From an optimization exercise on the open Yosys and OpenROAD flow, aimed at small area, a short achievable clock period and few clock cycles; shortcuts taken in it are not production practice. At most, simulation tests tie the RTL to the original design; equivalence was not proved.

==> harbor <==
// md_unit_iter
module md_unit_iter #(
    parameter int WIDTH   = 32,
    parameter int MUL_LAT = 5
) (
    input  logic             clk,
    input  logic             reset,
    input  logic             start,
    input  logic [3:0]       op,
    input  logic [WIDTH-1:0] rs_val,
    input  logic [WIDTH-1:0] rt_val,
    input  logic             flush,
    output logic             busy,
    output logic             done,
    output logic [WIDTH-1:0] hi,
    output logic [WIDTH-1:0] lo
);
clock: 13.0 ns
lec_check: 0
cap_margin: 20
core_margin: 2
core_utilization: 50
slew_margin: 20
standard.sh (not shown) runs the stock make flow with config.mk's settings and CLKGATE_MAP_FILE= SYNTH_SCRIPT=/design/flow/synth_recipe.tcl, a recipe that flattens the netlist after the stock synthesis.
==> flow/flow/run.sh <==
#!/bin/bash
set -euo pipefail
MARGIN=$(cat flow/margin.txt)
bash standard.sh SETUP_SLACK_MARGIN=$MARGIN REMOVE_ABC_BUFFERS=1 TNS_END_PERCENT=0 ABC_AREA=1 \
    "BUFFER_PORTS_ARGS=-buffer_cell sky130_fd_sc_hd__buf_4" finish > standard_make.log 2>&1
==> flow/flow/margin.txt <==
9.0
==> onyx: changes against harbor <==
--- a/flow/design.v
+++ b/flow/design.v
@@ -14,15 +14,14 @@
     output logic [WIDTH-1:0] hi,
     output logic [WIDTH-1:0] lo
 );
     localparam logic [63:0] KOFF = 64'hAAAAAAAC00000000;
     localparam logic [34:0] KROW = 35'(KOFF >> 34);
     logic        st_mul, st_mfin, st_dprep, st_diter;
     logic        busy_q, done_q;
-    logic        idle_q;                  
     logic [31:0] hi_q, lo_q;
     logic [2:0]  mstep;                   
     logic [2:0]  acc_s;                   
     logic [5:0]  dcnt;                    
     logic        d_lastq;                 
     logic [32:0] xr;
     logic [34:0] ysh;
@@ -33,15 +32,15 @@
     logic        cy;                      
     logic in_mul, in_div, in_sgn, accept;
     always_comb begin
         in_mul = (op[3] == 1'b0) && (op[2] || !op[1]);
         in_div = (op[3:1] == 3'b001);
         in_sgn = (op[3] == 1'b0) && (op[0] == 1'b0);
     end
-    assign accept = start && !flush && idle_q;
+    assign accept = start && !flush && !busy_q;
     logic [34:0] xe, x2;
     assign xe = {xr[32], xr[32], xr};
     assign x2 = {xr[32], xr, 1'b0};
     logic [34:0] rw0, rw1, rw2, rw3, rw4, rw5, sel5;
     logic [5:0]  nb;
     function automatic logic [34:0] brow(input logic one, input logic two, input logic ng,
                                          input logic [34:0] x1, input logic [34:0] x2);
@@ -582,27 +581,39 @@
         if (v4[1])
             clz32 = {2'b00, p4[7:4]};
         else if (v4[0])
             clz32 = {2'b01, p4[3:0]};
         else
             clz32 = 6'd32;
     endfunction
-    logic        q_neg;
-    logic [31:0] a_raw, b_raw, iwa, iwb;
+    function automatic logic [31:0] smear(input logic [31:0] v);
+        logic [31:0] m;
+        m = v;
+        m = m | (m >> 1);
+        m = m | (m >> 2);
+        m = m | (m >> 4);
+        m = m | (m >> 8);
+        m = m | (m >> 16);
+        smear = m;
+    endfunction
+    logic        q_neg, i_an, i_bn;
+    logic [31:0] a_raw, b_raw, ita, itb, ima, isa;
     logic [5:0]  za_q, zb_q, s_est;
-    logic [6:0]  s_full;
-    logic        bz_q, d_fast;
+    logic        bz_q, qz_q, d_fast;
     assign a_raw  = xr[31:0];
     assign b_raw  = ysh[32:1];
     assign q_neg  = a_neg ^ b_neg;
-    assign iwa    = rs_val ^ {rs_val[31], rs_val[31:1]};
-    assign iwb    = rt_val ^ {rt_val[31], rt_val[31:1]};
-    assign s_full = 7'(zb_q) - 7'(za_q) + 7'(a_neg);
-    assign s_est  = s_full[5:0];
-    assign d_fast = bz_q | s_full[6];
+    assign i_an   = in_sgn & rs_val[31];
+    assign i_bn   = in_sgn & rt_val[31];
+    assign ita    = rs_val ^ {32{i_an}};           
+    assign itb    = rt_val ^ {32{i_bn}};           
+    assign ima    = smear(ita);
+    assign isa    = i_an ? {ima[30:0], 1'b1} : ima;
+    assign s_est  = zb_q - za_q + 6'(a_neg);       
+    assign d_fast = bz_q | qz_q;
     logic [34:0] dt, r_nx;
     logic        dz, d_take;
     logic [31:0] q_nx, qm_nx;
     assign dt     = pa + pb + 35'(f_dsub);
     assign dz     = (((pa ^ pb) ^ {(pa[33:0] | pb[33:0]), f_dsub}) == 35'd0);
     assign d_take = a_neg ? (dt[34] | dz) : ~dt[34];
     assign r_nx   = d_take ? dt : pa;
@@ -611,42 +622,38 @@
     logic fin_m, fin_df, fin_dl, fin;
     assign fin_m  = st_mfin;
     assign fin_df = st_dprep & d_fast;
     assign fin_dl = st_diter & d_lastq;
     assign fin    = !flush & (fin_m | fin_df | fin_dl);
     logic        wr_hi, wr_lo, st_idle;
     logic [31:0] hi_d, lo_d;
-    logic        fin_any;
-    assign st_idle = idle_q;
-    assign fin_any = fin_m | fin_df | fin_dl;
-    assign wr_hi = !flush & ((start & idle_q & (op == 4'd8)) | fin_any);
-    assign wr_lo = !flush & ((start & idle_q & (op == 4'd9)) | fin_any);
+    assign st_idle = !busy_q;
+    assign wr_hi = !flush & ((accept & (op == 4'd8)) | fin_m | fin_df | fin_dl);
+    assign wr_lo = !flush & ((accept & (op == 4'd9)) | fin_m | fin_df | fin_dl);
     assign hi_d  = ({32{st_idle}} & rs_val) | ({32{fin_m}} & mres[39:8]) |
                    ({32{fin_df}} & a_raw) | ({32{fin_dl}} & r_nx[31:0]);
     assign lo_d  = ({32{st_idle}} & rs_val) | ({32{fin_m}} & {mres[7:0], ysh[34:11]}) |
                    ({32{fin_df & bz_q}}) | ({32{fin_dl}} & (q_neg ? ~qm_nx : q_nx));
     always_ff @(posedge clk or negedge reset) begin
         if (!reset) begin
             st_mul   <= 1'b0;
             st_mfin  <= 1'b0;
             st_dprep <= 1'b0;
             st_diter <= 1'b0;
             busy_q   <= 1'b0;
-            idle_q   <= 1'b1;
             done_q   <= 1'b0;
             hi_q     <= '0;
             lo_q     <= '0;
         end else begin
             done_q   <= fin;
             st_mul   <= !flush & ((accept & in_mul) | (st_mul & !mstep[2]));
             st_mfin  <= !flush & st_mul & mstep[2];
             st_dprep <= !flush & accept & in_div;
             st_diter <= !flush & ((st_dprep & !d_fast) | (st_diter & !d_lastq));
             busy_q   <= !flush & ((accept & (in_mul | in_div)) | (busy_q & !fin));
-            idle_q   <= flush | !((accept & (in_mul | in_div)) | (busy_q & !fin));
             if (wr_hi)
                 hi_q <= hi_d;
             if (wr_lo)
                 lo_q <= lo_d;
         end
     end
     logic [12:0] g_next;
@@ -669,17 +676,18 @@
         {b_ng, b_two, b_one} <= st_idle ? benc({rt_val[11:0], 1'b0}, op[2] & op[1])
                                         : benc(g_next, f_sub);
         mstep <= st_idle ? 3'b001 : {mstep[1:0], 1'b0};
         acc_s <= st_idle ? {2'b0, op[2]} : {acc_s[1:0], 1'b0};
         dcnt  <= st_dprep ? s_est : dcnt - 6'd1;
         d_lastq <= st_dprep ? (s_est == 6'd0) : (dcnt == 6'd1);
         if (st_idle) begin
-            za_q   <= (op[0] & rs_val[31]) ? 6'd0 : clz32(iwa);
-            zb_q   <= (op[0] & rt_val[31]) ? 6'd0 : clz32(iwb);
+            za_q   <= clz32(ita);
+            zb_q   <= clz32(itb);
             bz_q   <= (rt_val == 32'd0);
+            qz_q   <= |(itb & ~isa);
             f_sub  <= op[2] & op[1];
             f_dsub <= ~(in_sgn & (rs_val[31] ^ rt_val[31]));
             a_neg  <= in_div & in_sgn & rs_val[31];
             b_neg  <= in_div & in_sgn & rt_val[31];
         end
     end
     assign busy = busy_q;
- CORE_UTILIZATION: 50 -> 40
==> garnet: changes against harbor <==
--- a/flow/design.v
+++ b/flow/design.v
@@ -582,24 +582,26 @@
         if (v4[1])
             clz32 = {2'b00, p4[7:4]};
         else if (v4[0])
             clz32 = {2'b01, p4[3:0]};
         else
             clz32 = 6'd32;
     endfunction
-    logic        q_neg;
-    logic [31:0] a_raw, b_raw, iwa, iwb;
+    logic        q_neg, i_an, i_bn;
+    logic [31:0] a_raw, b_raw, ita, itb;
     logic [5:0]  za_q, zb_q, s_est;
     logic [6:0]  s_full;
     logic        bz_q, d_fast;
     assign a_raw  = xr[31:0];
     assign b_raw  = ysh[32:1];
     assign q_neg  = a_neg ^ b_neg;
-    assign iwa    = rs_val ^ {rs_val[31], rs_val[31:1]};
-    assign iwb    = rt_val ^ {rt_val[31], rt_val[31:1]};
+    assign i_an   = ~op[0] & rs_val[31];
+    assign i_bn   = ~op[0] & rt_val[31];
+    assign ita    = rs_val ^ {32{i_an}};           
+    assign itb    = rt_val ^ {32{i_bn}};           
     assign s_full = 7'(zb_q) - 7'(za_q) + 7'(a_neg);
     assign s_est  = s_full[5:0];
     assign d_fast = bz_q | s_full[6];
     logic [34:0] dt, r_nx;
     logic        dz, d_take;
     logic [31:0] q_nx, qm_nx;
     assign dt     = pa + pb + 35'(f_dsub);
@@ -669,16 +671,16 @@
         {b_ng, b_two, b_one} <= st_idle ? benc({rt_val[11:0], 1'b0}, op[2] & op[1])
                                         : benc(g_next, f_sub);
         mstep <= st_idle ? 3'b001 : {mstep[1:0], 1'b0};
         acc_s <= st_idle ? {2'b0, op[2]} : {acc_s[1:0], 1'b0};
         dcnt  <= st_dprep ? s_est : dcnt - 6'd1;
         d_lastq <= st_dprep ? (s_est == 6'd0) : (dcnt == 6'd1);
         if (st_idle) begin
-            za_q   <= (op[0] & rs_val[31]) ? 6'd0 : clz32(iwa);
-            zb_q   <= (op[0] & rt_val[31]) ? 6'd0 : clz32(iwb);
+            za_q   <= clz32(ita);
+            zb_q   <= clz32(itb);
             bz_q   <= (rt_val == 32'd0);
             f_sub  <= op[2] & op[1];
             f_dsub <= ~(in_sgn & (rs_val[31] ^ rt_val[31]));
             a_neg  <= in_div & in_sgn & rs_val[31];
             b_neg  <= in_div & in_sgn & rt_val[31];
         end
     end
==> flow/flow/margin.txt (replaced) <==
9.6
==> xenon: changes against harbor <==
--- a/flow/design.v
+++ b/flow/design.v
@@ -582,24 +582,26 @@
         if (v4[1])
             clz32 = {2'b00, p4[7:4]};
         else if (v4[0])
             clz32 = {2'b01, p4[3:0]};
         else
             clz32 = 6'd32;
     endfunction
-    logic        q_neg;
-    logic [31:0] a_raw, b_raw, iwa, iwb;
+    logic        q_neg, i_an, i_bn;
+    logic [31:0] a_raw, b_raw, ita, itb;
     logic [5:0]  za_q, zb_q, s_est;
     logic [6:0]  s_full;
     logic        bz_q, d_fast;
     assign a_raw  = xr[31:0];
     assign b_raw  = ysh[32:1];
     assign q_neg  = a_neg ^ b_neg;
-    assign iwa    = rs_val ^ {rs_val[31], rs_val[31:1]};
-    assign iwb    = rt_val ^ {rt_val[31], rt_val[31:1]};
+    assign i_an   = ~op[0] & rs_val[31];
+    assign i_bn   = ~op[0] & rt_val[31];
+    assign ita    = rs_val ^ {32{i_an}};           
+    assign itb    = rt_val ^ {32{i_bn}};           
     assign s_full = 7'(zb_q) - 7'(za_q) + 7'(a_neg);
     assign s_est  = s_full[5:0];
     assign d_fast = bz_q | s_full[6];
     logic [34:0] dt, r_nx;
     logic        dz, d_take;
     logic [31:0] q_nx, qm_nx;
     assign dt     = pa + pb + 35'(f_dsub);
@@ -669,16 +671,16 @@
         {b_ng, b_two, b_one} <= st_idle ? benc({rt_val[11:0], 1'b0}, op[2] & op[1])
                                         : benc(g_next, f_sub);
         mstep <= st_idle ? 3'b001 : {mstep[1:0], 1'b0};
         acc_s <= st_idle ? {2'b0, op[2]} : {acc_s[1:0], 1'b0};
         dcnt  <= st_dprep ? s_est : dcnt - 6'd1;
         d_lastq <= st_dprep ? (s_est == 6'd0) : (dcnt == 6'd1);
         if (st_idle) begin
-            za_q   <= (op[0] & rs_val[31]) ? 6'd0 : clz32(iwa);
-            zb_q   <= (op[0] & rt_val[31]) ? 6'd0 : clz32(iwb);
+            za_q   <= clz32(ita);
+            zb_q   <= clz32(itb);
             bz_q   <= (rt_val == 32'd0);
             f_sub  <= op[2] & op[1];
             f_dsub <= ~(in_sgn & (rs_val[31] ^ rt_val[31]));
             a_neg  <= in_div & in_sgn & rs_val[31];
             b_neg  <= in_div & in_sgn & rt_val[31];
         end
     end
==> flow/flow/run.sh (replaced) <==
#!/bin/bash
set -euo pipefail
MARGIN=$(cat flow/margin.txt)
bash standard.sh SETUP_SLACK_MARGIN=$MARGIN REMOVE_ABC_BUFFERS=1 TNS_END_PERCENT=0 ABC_AREA=0 \
    "BUFFER_PORTS_ARGS=-buffer_cell sky130_fd_sc_hd__buf_4" finish > standard_make.log 2>&1
==> flow/flow/margin.txt (replaced) <==
9.3
==> impl_metrics.json <==
{
  "num-multi-input-gates": 2873,
  "synth_edf_count": 17,
  "std_cell_rows": 92,
  "post-route-util_pct": 56.92,
  "status": "complete, no violations"
}
[end of results for xenon]
==> impl_metrics.json <==
{
  "post-route-util_pct": 56.06,
  "min_path_type": "flip-flop to flip-flop",
  "num-multi-input-gates": 3231,
  "std_cell_rows": 90,
  "synth_edf_count": 17,
  "status": "complete, no violations"
}
[end of results for garnet]
==> impl_metrics.json <==
{
  "num-multi-input-gates": 3361,
  "post-route-util_pct": 45.29,
  "reg2reg_from": "za_q[0]$_DFFE_PN_",
  "n_clock_buffer": 54,
  "std_cell_rows": 103,
  "p_comb_mw": 5.09,
  "status": "complete, no violations",
  "multi_input_area_share_pct": 62.90
}
[end of results for onyx]
==> impl_metrics.json <==
{
  "status": "complete, no violations",
  "buf_share_pct": 4.719,
  "std_cell_rows": 90,
  "synth_edf_count": 17
}
[end of results for harbor]
Testbench counts of garnet, summed over its fixed seeds: cycles 15,759.
Testbench counts of xenon, summed over its fixed seeds: cycles 15,759.
No functional check of the RTL was part of harbor and onyx.

## port drivers added, routing unchanged
How much do the figures lean on ideal ports? The routed layouts below were timed once more, with nothing changed but the port constraints.
Step 1 sets driving cells, clkbuf_16 on the clock port and buf_2 on the other inputs (assumed; they add their load-dependent delay and slew).
Step 2 adds t to the input delays and takes it off the output delays; t is the mean of the earliest and latest rising clock arrival at the registers after step 1. Input paths then give back, and output paths get back, about the clock's delay inside the block.
a / b / c = ideal / step 1 / step 2; a / b = the first two.
| run | t, ns | slack for setup (ns) | pins driven straight from the clock port |
|---|---|---|---|
| harbor | 0.639 | 8.870 / 8.870 / 8.434 | 1 |
| onyx | 0.643 | 8.813 / 8.813 / 8.201 | 1 |
| garnet | 0.653 | 8.972 / 8.987 / 8.351 | 1 |
| xenon | 0.645 | 8.932 / 8.932 / 8.356 | 1 |
After both steps every run listed still meets setup and hold. For garnet, which loses most, drivers alone change the setup slack by +0.015 ns; drivers and shift together by -0.621 ns.
